Background: an optimization exercise with open tools, aiming at a short achievable clock period and few clock cycles. Do not read the settings as production practice. The RTL was checked by simulation tests, not by an equivalence proof against the original design. Power figures rest on the tool's default switching activity, not on a simulated workload.

## cpu_core
module cpu_core (
  input  logic        clk,
  input  logic        arst_n_i,
  input  logic        bus_stall_i,
  output logic        inst_sram_en_o,
  output logic [31:0] inst_sram_addr_o,
  input  logic [31:0] inst_sram_rdata_i,
  output logic        data_sram_en_o,
  output logic [3:0]  data_sram_wen_o,
  output logic [31:0] data_sram_addr_o,
  output logic [31:0] data_sram_wdata_o,
  input  logic [31:0] data_sram_rdata_i,
  output logic [31:0] debug_wb_pc_o,
  output logic [3:0]  debug_wb_rf_wen_o,
  output logic [4:0]  debug_wb_rf_wnum_o,
  output logic [31:0] debug_wb_rf_wdata_o
);
Size: about 9400 cells after synthesis, ~1900 flip-flops, about 240 I/O pins, roughly 0.091 mm2 of cells after synthesis.
Settings: LEC_CHECK=0, CAP_MARGIN=20, CORE_MARGIN=2, CORE_UTILIZATION=30, SLEW_MARGIN=35, SYNTH_HIERARCHICAL=1, SYNTH_MINIMUM_KEEP_SIZE=0; clock period 9.5 ns.
standard.sh (not shown) runs the stock make flow with config.mk's settings and CLKGATE_MAP_FILE= SYNTH_SCRIPT=/design/flow/synth_recipe.tcl, a recipe that flattens the netlist after the stock synthesis.
==> flow/flow/run.sh <==
#!/bin/bash
# The standard layout (standard.sh, with its synthesis unchanged; the
# hierarchical synthesis is set in config.mk) with two settings changed for
# how the layout is made; the SDC is not touched:
# - timing repair aims at a shorter clock than the SDC's (setup margin),
# - the ports get buf_8 buffers instead of the default small buffer.
# Each ORFS step writes its own log under orfs/logs; make's output goes to
# standard.log.
set -euo pipefail
bash standard.sh SETUP_SLACK_MARGIN=6.5 \
  "BUFFER_PORTS_ARGS=-buffer_cell sky130_fd_sc_hd__buf_8" \
  finish > standard.log 2>&1
The baseline went through all stages and came out clean.
Testbench counts at the start, summed over its fixed seeds: cycles 113,183.
Rerun with:
--- a/flow/design.v
+++ b/flow/design.v
@@ -310,23 +310,23 @@
   assign d_zero_a = o_lui | o_jal;
   assign d_simm   = {{16{d_ir[15]}}, d_ir[15:0]};
   assign d_imm    = o_addiu ? d_simm :
                     o_lui   ? {d_ir[15:0], 16'h0000} :
                     o_jal   ? {PAGE, d_pc, 2'b00} + 32'd8 :
                               {16'h0000, d_ir[15:0]};
   logic        e_wreg, e_load;
   logic [4:0]  e_dest;
   logic [31:0] e_res, e_a, e_y;
   logic        m_wreg, m_load;
   logic [4:0]  m_dest;
-  logic [31:0] m_res, m_res_b, m_val, ld_val;
+  logic [31:0] m_res, m_val, ld_val;
   logic        t_wreg;
   logic [4:0]  t_dest;
   logic [31:0] t_val;
   logic rs_se, rs_sml, rs_sv;
   logic rt_se, rt_sml, rt_sv;
   logic c_rs_d, c_rs_e, c_rs_m, c_rt_d, c_rt_e, c_rt_m;
   logic h_rs_e, h_rs_m, h_rt_e, h_rt_m;
   logic n_rs_e, n_rs_m, n_rt_e, n_rt_m, n_rs_w, n_rt_w;
   assign c_rs_d = go && d_wreg && (d_dest == r_rs);
   assign c_rt_d = go && d_wreg && (d_dest == r_rt);
   assign c_rs_e = e_wreg && (e_dest == r_rs);
@@ -448,26 +448,26 @@
     end else if (run) begin
       q_en_h <= rq_en;
     end
   end
   always_ff @(posedge clk) begin
     data_sram_en_o <= (run & rq_en) | (!run & q_en_h);
   end
   always_ff @(posedge clk) begin
     data_sram_addr_o  <= ({32{run}} & ag_sum) | ({32{!run}} & q_addr_h);
     data_sram_wen_o   <= ({4{run}} & rq_wen) | ({4{!run}} & q_wen_h);
     data_sram_wdata_o <= ({32{run}} & rq_wdata) | ({32{!run}} & q_wdata_h);
-    q_wdata_h         <= ({32{run}} & rq_wdata) | ({32{!run}} & data_sram_wdata_o);
     if (run) begin
       q_addr_h  <= ag_sum;
       q_wen_h   <= rq_wen;
+      q_wdata_h <= rq_wdata;
     end
   end
   logic        e_v, e_br, e_bne, e_pred, e_back;
   logic        e_lw, e_sx;
   logic [3:0]  e_lsel;
   logic        e_s_add, e_s_sub, e_as, e_s_and, e_s_or, e_s_xor, e_s_slt, e_s_sltu, e_s_sll;
   logic [3:0]  e_sh8, e_sh8_h, e_sh8_n;    
   logic [7:0]  e_sh1, e_sh1_h, e_sh1_n;    
   assign e_sh8_n = 4'b0001 << d_ir[10:9];
   assign e_sh1_n = 8'b00000001 << d_ir[8:6];
   always_ff @(posedge clk) begin
@@ -599,37 +599,34 @@
     if (!arst_n_i) begin
       m_wreg <= 1'b0;
       m_load <= 1'b0;
     end else if (run) begin
       m_wreg <= e_wreg;
       m_load <= e_load;
     end
   end
   always_ff @(posedge clk) begin
     if (run) begin
       m_dest <= e_dest;
+      m_res  <= e_res;
       m_lw   <= e_lw;
       m_sx   <= e_sx;
       m_lsel <= e_lsel;
       m_pc   <= e_pc;
     end
   end
   assign m_byte = ({8{m_lsel[0]}} & data_sram_rdata_i[7:0]) |
                   ({8{m_lsel[1]}} & data_sram_rdata_i[15:8]) |
                   ({8{m_lsel[2]}} & data_sram_rdata_i[23:16]) |
                   ({8{m_lsel[3]}} & data_sram_rdata_i[31:24]);
   assign ld_val = m_lw ? data_sram_rdata_i : {{24{m_sx & m_byte[7]}}, m_byte};
-  always_ff @(posedge clk) begin
-    m_res   <= ({32{run}} & e_res) | ({32{!run}} & m_res_b);
-    m_res_b <= ({32{run}} & e_res) | ({32{!run}} & m_res);
-  end
   assign m_val  = m_load ? ld_val : m_res;
   always_ff @(posedge clk or negedge arst_n_i) begin
     if (!arst_n_i) begin
       for (int i = 1; i < 32; i++) begin
         rf[i] <= '0;
       end
     end else if (run && m_wreg) begin
       rf[m_dest] <= m_val;
     end
   end
   logic [9:0] t_pc_h, t_pc;
Result: The changed run ran to the end with no violations. Sequential power hardly moves. Combinational power goes down by a quarter to a third. Die area is lower slightly. Sequential share of layout area went up by 3.3 points. Clock power goes up by a few percent. Power falls by roughly a tenth. First-iteration DRC count came out lower by roughly a tenth. Global-route usage went down by 0.75 points. Area after synthesis drops slightly. Wire length goes down by a little under a tenth. Via count came out lower by a few percent. Worst setup slack improved by 21 ps.
Testbench counts after the change, summed over its fixed seeds: cycles 113,183.

* * *

Another version of the RTL of cpu_core (not shown whole).
Size: about 9100 cells after synthesis, about 1800 flip-flops, about 0.089 mm2 of cells after synthesis.
Settings: LEC_CHECK=0, CAP_MARGIN=20, CORE_MARGIN=2, CORE_UTILIZATION=30, SLEW_MARGIN=35, SYNTH_HIERARCHICAL=1, SYNTH_MINIMUM_KEEP_SIZE=0; clock period 9.5 ns.
Scripts as last shown in full above: flow/flow/run.sh
The first run ran to the end with no violations.
Testbench counts at the start, summed over its fixed seeds: cycles 113,183.
Then changed:
--- a/flow/design.v
+++ b/flow/design.v
@@ -217,27 +217,31 @@
   assign s_mem     = s_load || s_store;
   assign s_uses_rs = (s_rok && !s_sll) || (s_op == 6'h09) || (s_op == 6'h0c) || (s_op == 6'h0d) ||
                      (s_op == 6'h04) || (s_op == 6'h05);
   assign s_uses_rt = s_rok || s_store || (s_op == 6'h04) || (s_op == 6'h05);
   assign s_writes  = s_rok || (s_op == 6'h09) || (s_op == 6'h0c) || (s_op == 6'h0d) ||
                      (s_op == 6'h0f) || s_load || s_jal;
   assign s_dest    = s_rok ? r_ir[15:11] : (s_jal ? 5'd31 : r_ir[20:16]);
   assign s_wreg    = s_writes && (s_dest != 5'd0);
   always_comb begin
     for (int k = 0; k < 32; k++) begin
-      s_rs_oh[k] = (r_ir[25:21] == k[4:0]);
-      s_rt_oh[k] = (r_ir[20:16] == k[4:0]);
+      s_rs_oh[k] = (r_rs == k[4:0]);
+      s_rt_oh[k] = (r_rt == k[4:0]);
     end
   end
   assign r_take = !r_v || d_take;
-  assign r_rs   = r_ir[25:21];
-  assign r_rt   = r_ir[20:16];
+  logic r_ld;
+  assign r_ld = run && r_take;
+  always_ff @(posedge clk) begin
+    r_rs <= ({5{r_ld}} & src_ir[25:21]) | ({5{!r_ld}} & r_ir[25:21]);
+    r_rt <= ({5{r_ld}} & src_ir[20:16]) | ({5{!r_ld}} & r_ir[20:16]);
+  end
   always_ff @(posedge clk or negedge arst_n_i) begin
     if (!arst_n_i) begin
       r_v <= 1'b0;
     end else if (run) begin
       if (redirect) begin
         r_v <= 1'b0;
       end else if (r_take) begin
         r_v <= src_v;
       end
     end
@@ -445,32 +449,38 @@
       q_en_h <= rq_en;
     end
   end
   always_ff @(posedge clk) begin
     data_sram_en_o <= (run & rq_en) | (!run & q_en_h);
   end
   always_ff @(posedge clk) begin
     data_sram_addr_o  <= ({32{run}} & ag_sum) | ({32{!run}} & q_addr_h);
     data_sram_wen_o   <= ({4{run}} & rq_wen) | ({4{!run}} & q_wen_h);
     data_sram_wdata_o <= ({32{run}} & rq_wdata) | ({32{!run}} & q_wdata_h);
+    q_wdata_h         <= ({32{run}} & rq_wdata) | ({32{!run}} & data_sram_wdata_o);
     if (run) begin
       q_addr_h  <= ag_sum;
       q_wen_h   <= rq_wen;
-      q_wdata_h <= rq_wdata;
     end
   end
   logic        e_v, e_br, e_bne, e_pred, e_back;
   logic        e_lw, e_sx;
   logic [3:0]  e_lsel;
   logic        e_s_add, e_s_sub, e_as, e_s_and, e_s_or, e_s_xor, e_s_slt, e_s_sltu, e_s_sll;
-  logic [3:0]  e_sh8;    
-  logic [7:0]  e_sh1;    
+  logic [3:0]  e_sh8, e_sh8_h, e_sh8_n;    
+  logic [7:0]  e_sh1, e_sh1_h, e_sh1_n;    
+  assign e_sh8_n = 4'b0001 << d_ir[10:9];
+  assign e_sh1_n = 8'b00000001 << d_ir[8:6];
+  always_ff @(posedge clk) begin
+    e_sh8 <= ({4{run}} & e_sh8_n) | ({4{!run}} & e_sh8_h);
+    e_sh1 <= ({8{run}} & e_sh1_n) | ({8{!run}} & e_sh1_h);
+  end
   logic [9:0]  e_pc, e_tgt, e_fall;
   always_ff @(posedge clk or negedge arst_n_i) begin
     if (!arst_n_i) begin
       e_v    <= 1'b0;
       e_wreg <= 1'b0;
       e_load <= 1'b0;
       e_br   <= 1'b0;
     end else if (run) begin
       e_v    <= go;
       e_wreg <= go && d_wreg;
@@ -488,22 +498,22 @@
       e_sx     <= o_lb;
       e_lsel   <= 4'b0001 << ag_sum[1:0];
       e_s_add  <= d_add;
       e_s_sub  <= f_subu;
       e_s_and  <= f_and | o_andi;
       e_s_or   <= f_or | o_ori;
       e_s_xor  <= f_xor;
       e_s_slt  <= f_slt;
       e_s_sltu <= f_sltu;
       e_s_sll  <= f_sll;
-      e_sh8    <= 4'b0001 << d_ir[10:9];
-      e_sh1    <= 8'b00000001 << d_ir[8:6];
+      e_sh8_h  <= e_sh8_n;
+      e_sh1_h  <= e_sh1_n;
       e_pc     <= d_pc;
       e_tgt    <= d_tgt;
       e_fall   <= d_fall;
     end
   end
   logic [32:0] e_s33;
   logic [31:0] e_sum, e_sll_v, e_oth;
   logic        e_cout, e_lt, e_ltu, e_eq, e_taken;
   assign e_s33   = {1'b0, e_a} + {1'b0, e_y};
   assign e_sum   = e_s33[31:0];
Via count drops slightly. Synthesized cell count went up slightly. Global-route usage fell by 0.89 points. Non-clock buffer count fell by 159. Sequential share of layout area increases by 0.68 points. Worst setup slack gets better by 0.041 ns. Design area fell slightly. Worst hold slack loses 0.017 ns. Final cell count is higher slightly. Fmax goes up slightly. Core utilization is lower by 0.71 points. Wire length is lower slightly.
Testbench counts after the change, summed over its fixed seeds: cycles 113,183.

[re-timing with driven ports]
The flow's constraints put no driver on any port. The routed layouts listed below were extracted and timed again, unchanged, in two steps.
Step 1 assumes that a clkbuf_16 drives the clock port and a buf_2 every other input.
Step 2 times the ports against the registers' clock, not the clock port: input delays grow and output delays shrink by t, the midpoint of the rising clock arrivals with the driver on.
a / b / c = no drivers / after step 1 / after step 2; a / b = the first two.
run | t, ns | setup WS [ns] | hold slack, ns | worst setup path after step 2 | cell pins on the clock port's net
the first run of note 1 | 1.008 | 6.037 / 6.016 / 5.169 | 0.398 / 0.398 / 0.398 | input to register | 1
the second run of note 1 | 0.965 | 6.058 / 6.019 / 5.245 | 0.393 / 0.393 / 0.393 | input to register | 1
the first run of note 2 | 1.010 | 6.030 / 5.966 / 5.227 | 0.391 / 0.391 / 0.391 | input to register | 1
the second run of note 2 | 0.979 | 6.071 / 6.016 / 5.167 | 0.374 / 0.374 / 0.374 | input to register | 1
After both steps every run listed still meets setup and hold. The setup slack of the second run of note 2, which loses most, moves by -0.055 ns with the drivers and by -0.904 ns with both steps.
